This design comes from an exercise in tuning for small area on the open sky130 flow, not from production work. Only simulation tests tie the RTL to the original design; equivalence was not proved. Power and IR drop assume default switching activity.

`flow/config.mk`:
```
export PLATFORM = sky130hd
export DESIGN_NAME = conv_clause_engine
export DESIGN_NICKNAME = conv_clause_engine
export VERILOG_FILES = /design/flow/design.v
export SDC_FILE = /design/flow/constraint.sdc
export NUM_CORES = 4
export LEC_CHECK = 0
export CAP_MARGIN = 20
export CORE_AREA = 10 10 550 550
export DIE_AREA = 0 0 560 560
export SLEW_MARGIN = 20
```
`flow/constraint.sdc`:
```
create_clock -name core_clock -period 5.0 [get_ports {clk}]
set_input_delay 1.0000 -clock core_clock [delete_from_list [all_inputs] [get_ports {clk}]]
set_output_delay 1.0000 -clock core_clock [all_outputs]
set_load 0.01 [all_outputs]
```
`flow/design.v`:
```
package conv_cotm_pkg;
    localparam logic [1:0] ST_IDLE  = 2'd0;
    localparam logic [1:0] ST_EVAL  = 2'd1;
    localparam logic [1:0] ST_DRAIN = 2'd2;
    localparam logic [1:0] ST_DONE  = 2'd3;
    function automatic int y_off();
        y_off = 0;
    endfunction
    function automatic int x_off(input int py_w);
        x_off = py_w;
    endfunction
    function automatic int p_off(input int py_w, input int px_w);
        p_off = py_w + px_w;
    endfunction
    function automatic logic cfg_bad(input logic [2:0] p, input int patch_max);
        cfg_bad = !p[0] || (p < 3'd3) || ({29'd0, p} > 32'(patch_max));
    endfunction
endpackage
module conv_clause_match #(
    parameter int HALF_W = 107
) (
    input  logic              clk,
    input  logic              rst_n,
    input  logic              en,
    input  logic [HALF_W-1:0] inc,
    input  logic [HALF_W-1:0] neg,
    input  logic [HALF_W-1:0] lit,
    output logic              match
);
    always_ff @(posedge clk or negedge rst_n) begin
        if (!rst_n) begin
            match <= 1'b0;
        end else begin
            match <= en & (&(lit | ~inc)) & (&(~lit | ~neg));
        end
    end
endmodule
module conv_clause_engine #(
    parameter int NUM_PE    = 8,
    parameter int IMG_W     = 32,
    parameter int IMG_H     = 32,
    parameter int PATCH_MAX = 7,
    parameter int CNT_W     = 10,
    localparam int PX_W     = IMG_W - 3,
    localparam int PY_W     = IMG_H - 3,
    localparam int PP_W     = PATCH_MAX * PATCH_MAX,
    localparam int HALF_W   = PY_W + PX_W + PP_W,
    localparam int CLAUSE_W = 2 * HALF_W
) (
    input  logic                     clk,
    input  logic                     rst_n,
    input  logic [2:0]               patch_size,
    output logic                     cfg_err,
    input  logic                     clause_valid,
    output logic                     clause_ready,
    input  logic [CLAUSE_W-1:0]      clause_data,
    input  logic                     win_valid,
    input  logic                     win_last,
    input  logic [NUM_PE-1:0]        pe_en,
    input  logic [PX_W-1:0]          win_x,
    input  logic [NUM_PE*PY_W-1:0]   win_y,
    input  logic [NUM_PE*PP_W-1:0]   win_patch,
    input  logic                     img_abort,
    input  logic                     prev_op,
    output logic                     fwd_valid,
    output logic                     fwd_last,
    output logic [NUM_PE-1:0]        fwd_pe_en,
    output logic [PX_W-1:0]          fwd_x,
    output logic [NUM_PE*PY_W-1:0]   fwd_y,
    output logic [NUM_PE*PP_W-1:0]   fwd_patch,
    output logic                     out_valid,
    input  logic                     out_ready,
    output logic                     clause_op,
    output logic [CNT_W-1:0]         match_cnt
);
    localparam int X_OFF = conv_cotm_pkg::x_off(PY_W);
    localparam int P_OFF = conv_cotm_pkg::p_off(PY_W, PX_W);
    logic [1:0]              state;
    logic                    drain_cnt;
    logic [HALF_W-1:0]       inc_q, neg_q, use_mask;
    logic [31:0]             p32;
    logic                    s1_valid, s1_eval, s1_last;
    logic [NUM_PE-1:0]       s1_pe_en;
    logic [PX_W-1:0]         s1_x;
    logic [NUM_PE*PY_W-1:0]  s1_y;
    logic [NUM_PE*PP_W-1:0]  s1_patch;
    logic [NUM_PE-1:0]       match;
    logic [CNT_W:0]          pop, sum;
    logic [CNT_W-1:0]        cnt_nxt;
    logic                    op_nxt;
    assign cfg_err      = conv_cotm_pkg::cfg_bad(patch_size, PATCH_MAX);
    assign clause_ready = (state == conv_cotm_pkg::ST_IDLE) & ~cfg_err;
    assign out_valid    = (state == conv_cotm_pkg::ST_DONE);
    assign p32          = {29'd0, patch_size};
    for (genvar b = 0; b < HALF_W; b++) begin : g_mask
        if (b < X_OFF) begin : g_y
            assign use_mask[b] = p32 < 32'(IMG_H - b);
        end else if (b < P_OFF) begin : g_x
            assign use_mask[b] = p32 < 32'(IMG_W - (b - X_OFF));
        end else begin : g_p
            localparam int R  = (b - P_OFF) / PATCH_MAX;
            localparam int C  = (b - P_OFF) % PATCH_MAX;
            localparam int RC = (R > C) ? R : C;
            assign use_mask[b] = p32 > 32'(RC);
        end
    end
    always_ff @(posedge clk or negedge rst_n) begin
        if (!rst_n) begin
            s1_valid  <= 1'b0;
            s1_eval   <= 1'b0;
            s1_last   <= 1'b0;
            s1_pe_en  <= '0;
            s1_x      <= '0;
            s1_y      <= '0;
            s1_patch  <= '0;
            fwd_valid <= 1'b0;
            fwd_last  <= 1'b0;
            fwd_pe_en <= '0;
            fwd_x     <= '0;
            fwd_y     <= '0;
            fwd_patch <= '0;
        end else begin
            s1_valid  <= win_valid & ~img_abort;
            s1_eval   <= win_valid & ~img_abort & (state == conv_cotm_pkg::ST_EVAL);
            s1_last   <= win_last;
            s1_pe_en  <= pe_en;
            s1_x      <= win_x;
            s1_y      <= win_y;
            s1_patch  <= win_patch;
            fwd_valid <= s1_valid & ~img_abort;
            fwd_last  <= s1_last;
            fwd_pe_en <= s1_pe_en;
            fwd_x     <= s1_x;
            fwd_y     <= s1_y;
            fwd_patch <= s1_patch;
        end
    end
    for (genvar i = 0; i < NUM_PE; i++) begin : g_pe
        logic [HALF_W-1:0] lit;
        assign lit = {s1_patch[i*PP_W +: PP_W], s1_x, s1_y[i*PY_W +: PY_W]};
        conv_clause_match #(.HALF_W(HALF_W)) u_match (
            .clk   (clk),
            .rst_n (rst_n),
            .en    (s1_eval & s1_pe_en[i]),
            .inc   (inc_q),
            .neg   (neg_q),
            .lit   (lit),
            .match (match[i])
        );
    end
    always_comb begin
        pop = '0;
        for (int i = 0; i < NUM_PE; i++) begin
            pop = pop + {{CNT_W{1'b0}}, match[i]};
        end
        sum     = {1'b0, match_cnt} + pop;
        cnt_nxt = sum[CNT_W] ? {CNT_W{1'b1}} : sum[CNT_W-1:0];
        op_nxt  = clause_op | prev_op | (|match);
    end
    always_ff @(posedge clk or negedge rst_n) begin
        if (!rst_n) begin
            state     <= conv_cotm_pkg::ST_IDLE;
            drain_cnt <= 1'b0;
            inc_q     <= '0;
            neg_q     <= '0;
            clause_op <= 1'b0;
            match_cnt <= '0;
        end else if (img_abort && state != conv_cotm_pkg::ST_IDLE) begin
            state <= conv_cotm_pkg::ST_IDLE;
        end else begin
            case (state)
                conv_cotm_pkg::ST_IDLE: begin
                    if (clause_valid && clause_ready) begin
                        inc_q     <= clause_data[HALF_W-1:0] & use_mask;
                        neg_q     <= clause_data[CLAUSE_W-1:HALF_W] & use_mask;
                        clause_op <= 1'b0;
                        match_cnt <= '0;
                        state     <= conv_cotm_pkg::ST_EVAL;
                    end
                end
                conv_cotm_pkg::ST_EVAL: begin
                    clause_op <= op_nxt;
                    match_cnt <= cnt_nxt;
                    if (win_valid && win_last) begin
                        drain_cnt <= 1'b1;
                        state     <= conv_cotm_pkg::ST_DRAIN;
                    end
                end
                conv_cotm_pkg::ST_DRAIN: begin
                    clause_op <= op_nxt;
                    match_cnt <= cnt_nxt;
                    if (drain_cnt == 1'b0) begin
                        state <= conv_cotm_pkg::ST_DONE;
                    end else begin
                        drain_cnt <= drain_cnt - 1'b1;
                    end
                end
                default: begin
                    if (out_ready) begin
                        state <= conv_cotm_pkg::ST_IDLE;
                    end
                end
            endcase
        end
    end
endmodule
```
`flow/run.sh`:
```
#!/bin/bash
# synth_recipe.tcl (not shown) runs the flow's synth.tcl, then flattens the netlist and writes it again
# the make line also repeats each setting of config.mk as NAME=value (left out here)
make -C /OpenROAD-flow-scripts/flow DESIGN_CONFIG=/design/flow/config.mk WORK_HOME=/design/flow/orfs CLKGATE_MAP_FILE= SYNTH_SCRIPT=/design/flow/synth_recipe.tcl finish
```
==> run_results.csv <==
group,metric,value,unit
floorplanning,ioPinCount,1563,
final_layout,final_util,0.2749,
final_layout,final_cell_mix,"1561 x dfrtp_1, 1561 x clkdlybuf4s50_1, 507 x nand2_1, 221 x nand2b_1, 190 x buf_4",
synthesis,synthFlopType,"dfrtp_1",
timing,rsz0062_at_grt,"no",
placed_design,gp_congestion,1.008,
detailed_routing,postRouteAntennaNets,0,
grt,grt.total_usage,0.3012,
clock_tree,cts_buffers,185,
placed_design,dp_cells,9047,
final_layout,drive_gt1_frac,0.1191,
final_layout,area_growth,55.94,%
timing,finalMaxSlewViolations,0,
clock_tree,post-cts-setup-buffer-count,0,
detailed_routing,drtIter0Drc,5973,
critical_path,start_kind,"flop",
clock_tree,clkSinkCount,1563,
final_layout,stdcell_count,9530,
synthesis,ys_ff_latch,1563,
detailed_routing,remaining_drc_errors,0,
timing,whs,0.3637,ns
synthesis,syn-cell-area,51220,um^2
detailed_routing,viasPerCell,4.669,
min_path,min_path_type,"flop to flop",
clock_tree,clk_path_buf_depth,4,
status,outcome,"complete, no violations",
detailed_routing,routed_wl,492900,um
placed_design,dp_hpwl,406700,um
synthesis,avgSynthCellArea,14.60,um^2
grt,grt_pass1_wl,592500,um
critical_path,arrival,4.77,ns
timing,finalHoldViolCount,0,
pwr,peakVddDrop,370.0,uV
timing,setup_tns,0,ns
grt,grt_max_degree,140,
floorplanning,die_h,560,um
timing,max_freq,249.9,MHz
clock_tree,clock_latency,0.91,ns
clock_tree,cts.repair.resized,0,
synthesis,syn-num-nets,4411,
timing,min_period_over_period,0.8002,
floorplanning,die_x,560,um
critical_path,cp_max_fo,4,
critical_path,crit_path_end_kind,"flop",
synthesis,syn_inst,3509,
critical_path,criticalPathCategory,"flop to flop",
synthesis,synthArstFlopShare,1.000,
timing,tightest_slew,1.317,ns
clock_tree,cts-root-buf,"clkbuf_16",
grt,antenna_found_initial,437,
clock_tree,cts.clk_slew.worst_paths,0.06,ns
detailed_routing,dr_total_vias,44492,
placed_design,portBuffers,1562,
pwr,p_leak,0.03287,uW
synthesis,yosysWarnings,2,
timing,min_period,4.001,ns
floorplanning,initial_core_util,0.1763,
detailed_routing,first_pass_iters,8,
clock_tree,htreeDepth,4,
timing,max-slew-margin-rel,0.1207,
job,max_cap_violations,0,
critical_path,required,5.76,ns
floorplanning,dieArea,313600,um^2
floorplanning,rows,198,
grt,grt_overflow,0,
synthesis,ys_seq_area_frac,0.7636,
final_layout,finalNetCount,6237,
timing,clock_skew,0.07885,ns
floorplanning,coreArea,290600,um^2
clock_tree,cts_tree,"yes",
grt,first_global_vias,44074,
clock_tree,hold_buffers,0,
synthesis,synth_edf_count,0,
timing,finalSetupViolations,0,
detailed_routing,wl_per_cell,51.72,um
pwr,p_per_area,551.6,nW/um^2
synthesis,ys_types,62,
-- worst paths after layout --
kind	to	start	slack, ns	depth (start not counted)
min reg2reg	fwd_last	s1_last	0.36	0
min in group asynchronous	s1_y[48]	rst_n	0.69	2
max	match_cnt[7]	match_cnt[0]	1.0	11
max in group asynchronous	s1_patch[186]	rst_n	2.59	3
max reg2reg	match_cnt[7]	match_cnt[0]	1.0	11
min	fwd_last	s1_last	0.36	0
-- cell usage after synthesis, types with 15 or more instances --
master	count	area [um^2]
dfrtp_1	1563	39110
nand2_1	508	1907
nand2b_1	221	1383
o21ai_0	143	715.7
inv_1	109	409.1
a22oi_1	106	795.8
clkbuf_1	106	397.9
mux2_2	103	1160
o2111ai_1	97	849.6
mux2i_1	87	870.8
nand4_1	52	325.3
nor4_1	44	275.3
o211ai_1	43	322.8
o2111a_1	37	416.7
o221ai_1	24	210.2
nor2_1	19	71.32
a2bb2oi_1	18	157.7
o211a_1	18	180.2
o22ai_1	18	112.6
buf_2	16	80.08
nand3_1	16	80.08
a221oi_1	15	131.4
-- metrics by stage --
stage               total power [uW]  setup WS (ns)  instance area [um^2]
floorplan                      18860          1.339                 51220
global placement               28790         0.9629                 72970
detailed placement             28800         0.9900                 73000
CTS                            43440          1.005                 79500
global route                   44450         0.7616                 79660
finish                         44060         0.9990                 79880
-- per-layer routing --
metal	vias up	part of all wire	global-route usage
met5	-	0.0019	0.002591
met4	126	0.076	0.1944
met3	1405	0.12	0.1437
met2	4061	0.43	0.4521
met1	22773	0.37	0.3418
li1	16127	-	-
-- report_power, final --
group / internal [uW] / switching (uW)
clock: 8430 / 6150
combinational: 3860 / 8950
sequential: 13900 / 2740
-- worst max-delay path, stage by stage, from the launching register on --
cell	delay, ns
dfrtp_1	0.42
fa_1	0.57
inv_1	0.07
fa_1	0.50
fa_1	0.43
fa_1	0.43
fa_1	0.47
nor2b_1	0.12
o21ai_0	0.15
a21oi_1	0.34
nor2_1	0.13
a311oi_1	0.28
-- state kept, by name, indices dropped and copies added (netlist names), 2 cells and up --
signal and cells:
s1_x 29, fwd_x 29, fwd_pe_en 8, match_cnt 10, s1_pe_en 8, s1_y 232, g_pe.u_match.match 8, s1_patch 392
state 2, neg_q 107, fwd_y 232, fwd_patch 392, inc_q 107
-- cells by family (layout without fill, tap and decap cells) --
logic type               count (synthesis)  in the layout  synth area share
AO/OA/AOI/OAI                          586            586           0.08738
XOR/XNOR                                 1              1         0.0001710
adder cells (fa/ha/maj)                 16             16          0.004641
buffers and inverters                  238           2213           0.01842
flip-flops                            1563           1563            0.7636
multiplexers                           190            190           0.03965
other                                    0            146                 0
AND/OR/NAND/NOR                        915            915           0.08613
-- final cells by class --
type	count	area, um^2
fillers	29798	210700
flip-flops and latches	1563	39120
repair buffers	1768	17400
multi-input cells	1708	11210
clock buffers	228	5041
well taps	3900	4880
clock inverters	108	1459
inverters	109	409.1
diodes	146	365.4

[re-timing with driven ports]
The flow's constraints put no driver on any port. The routed layout listed below was extracted and timed again, unchanged, in two steps. Step 1 assumes that a clkbuf_16 drives the clock port and a buf_2 every other input. Step 2, shift: input delay + t, output delay - t, t = (earliest + latest rising clock arrival at the registers) / 2. This alone moves slack from input paths to output paths. Slacks: no drivers / after step 1 / after step 2; pairs: no drivers / after step 1.
t, ns: 0.967
setup WS [ns]: 0.999 / 0.999 / 0.999
hold WS [ns]: 0.364 / 0.364 / 0.364
latest minus earliest clock arrival (ns): 0.088 / 0.088
After both steps setup and hold are still met in this run. For this run, drivers alone change the setup slack by 0.000 ns; drivers and shift together by 0.000 ns.
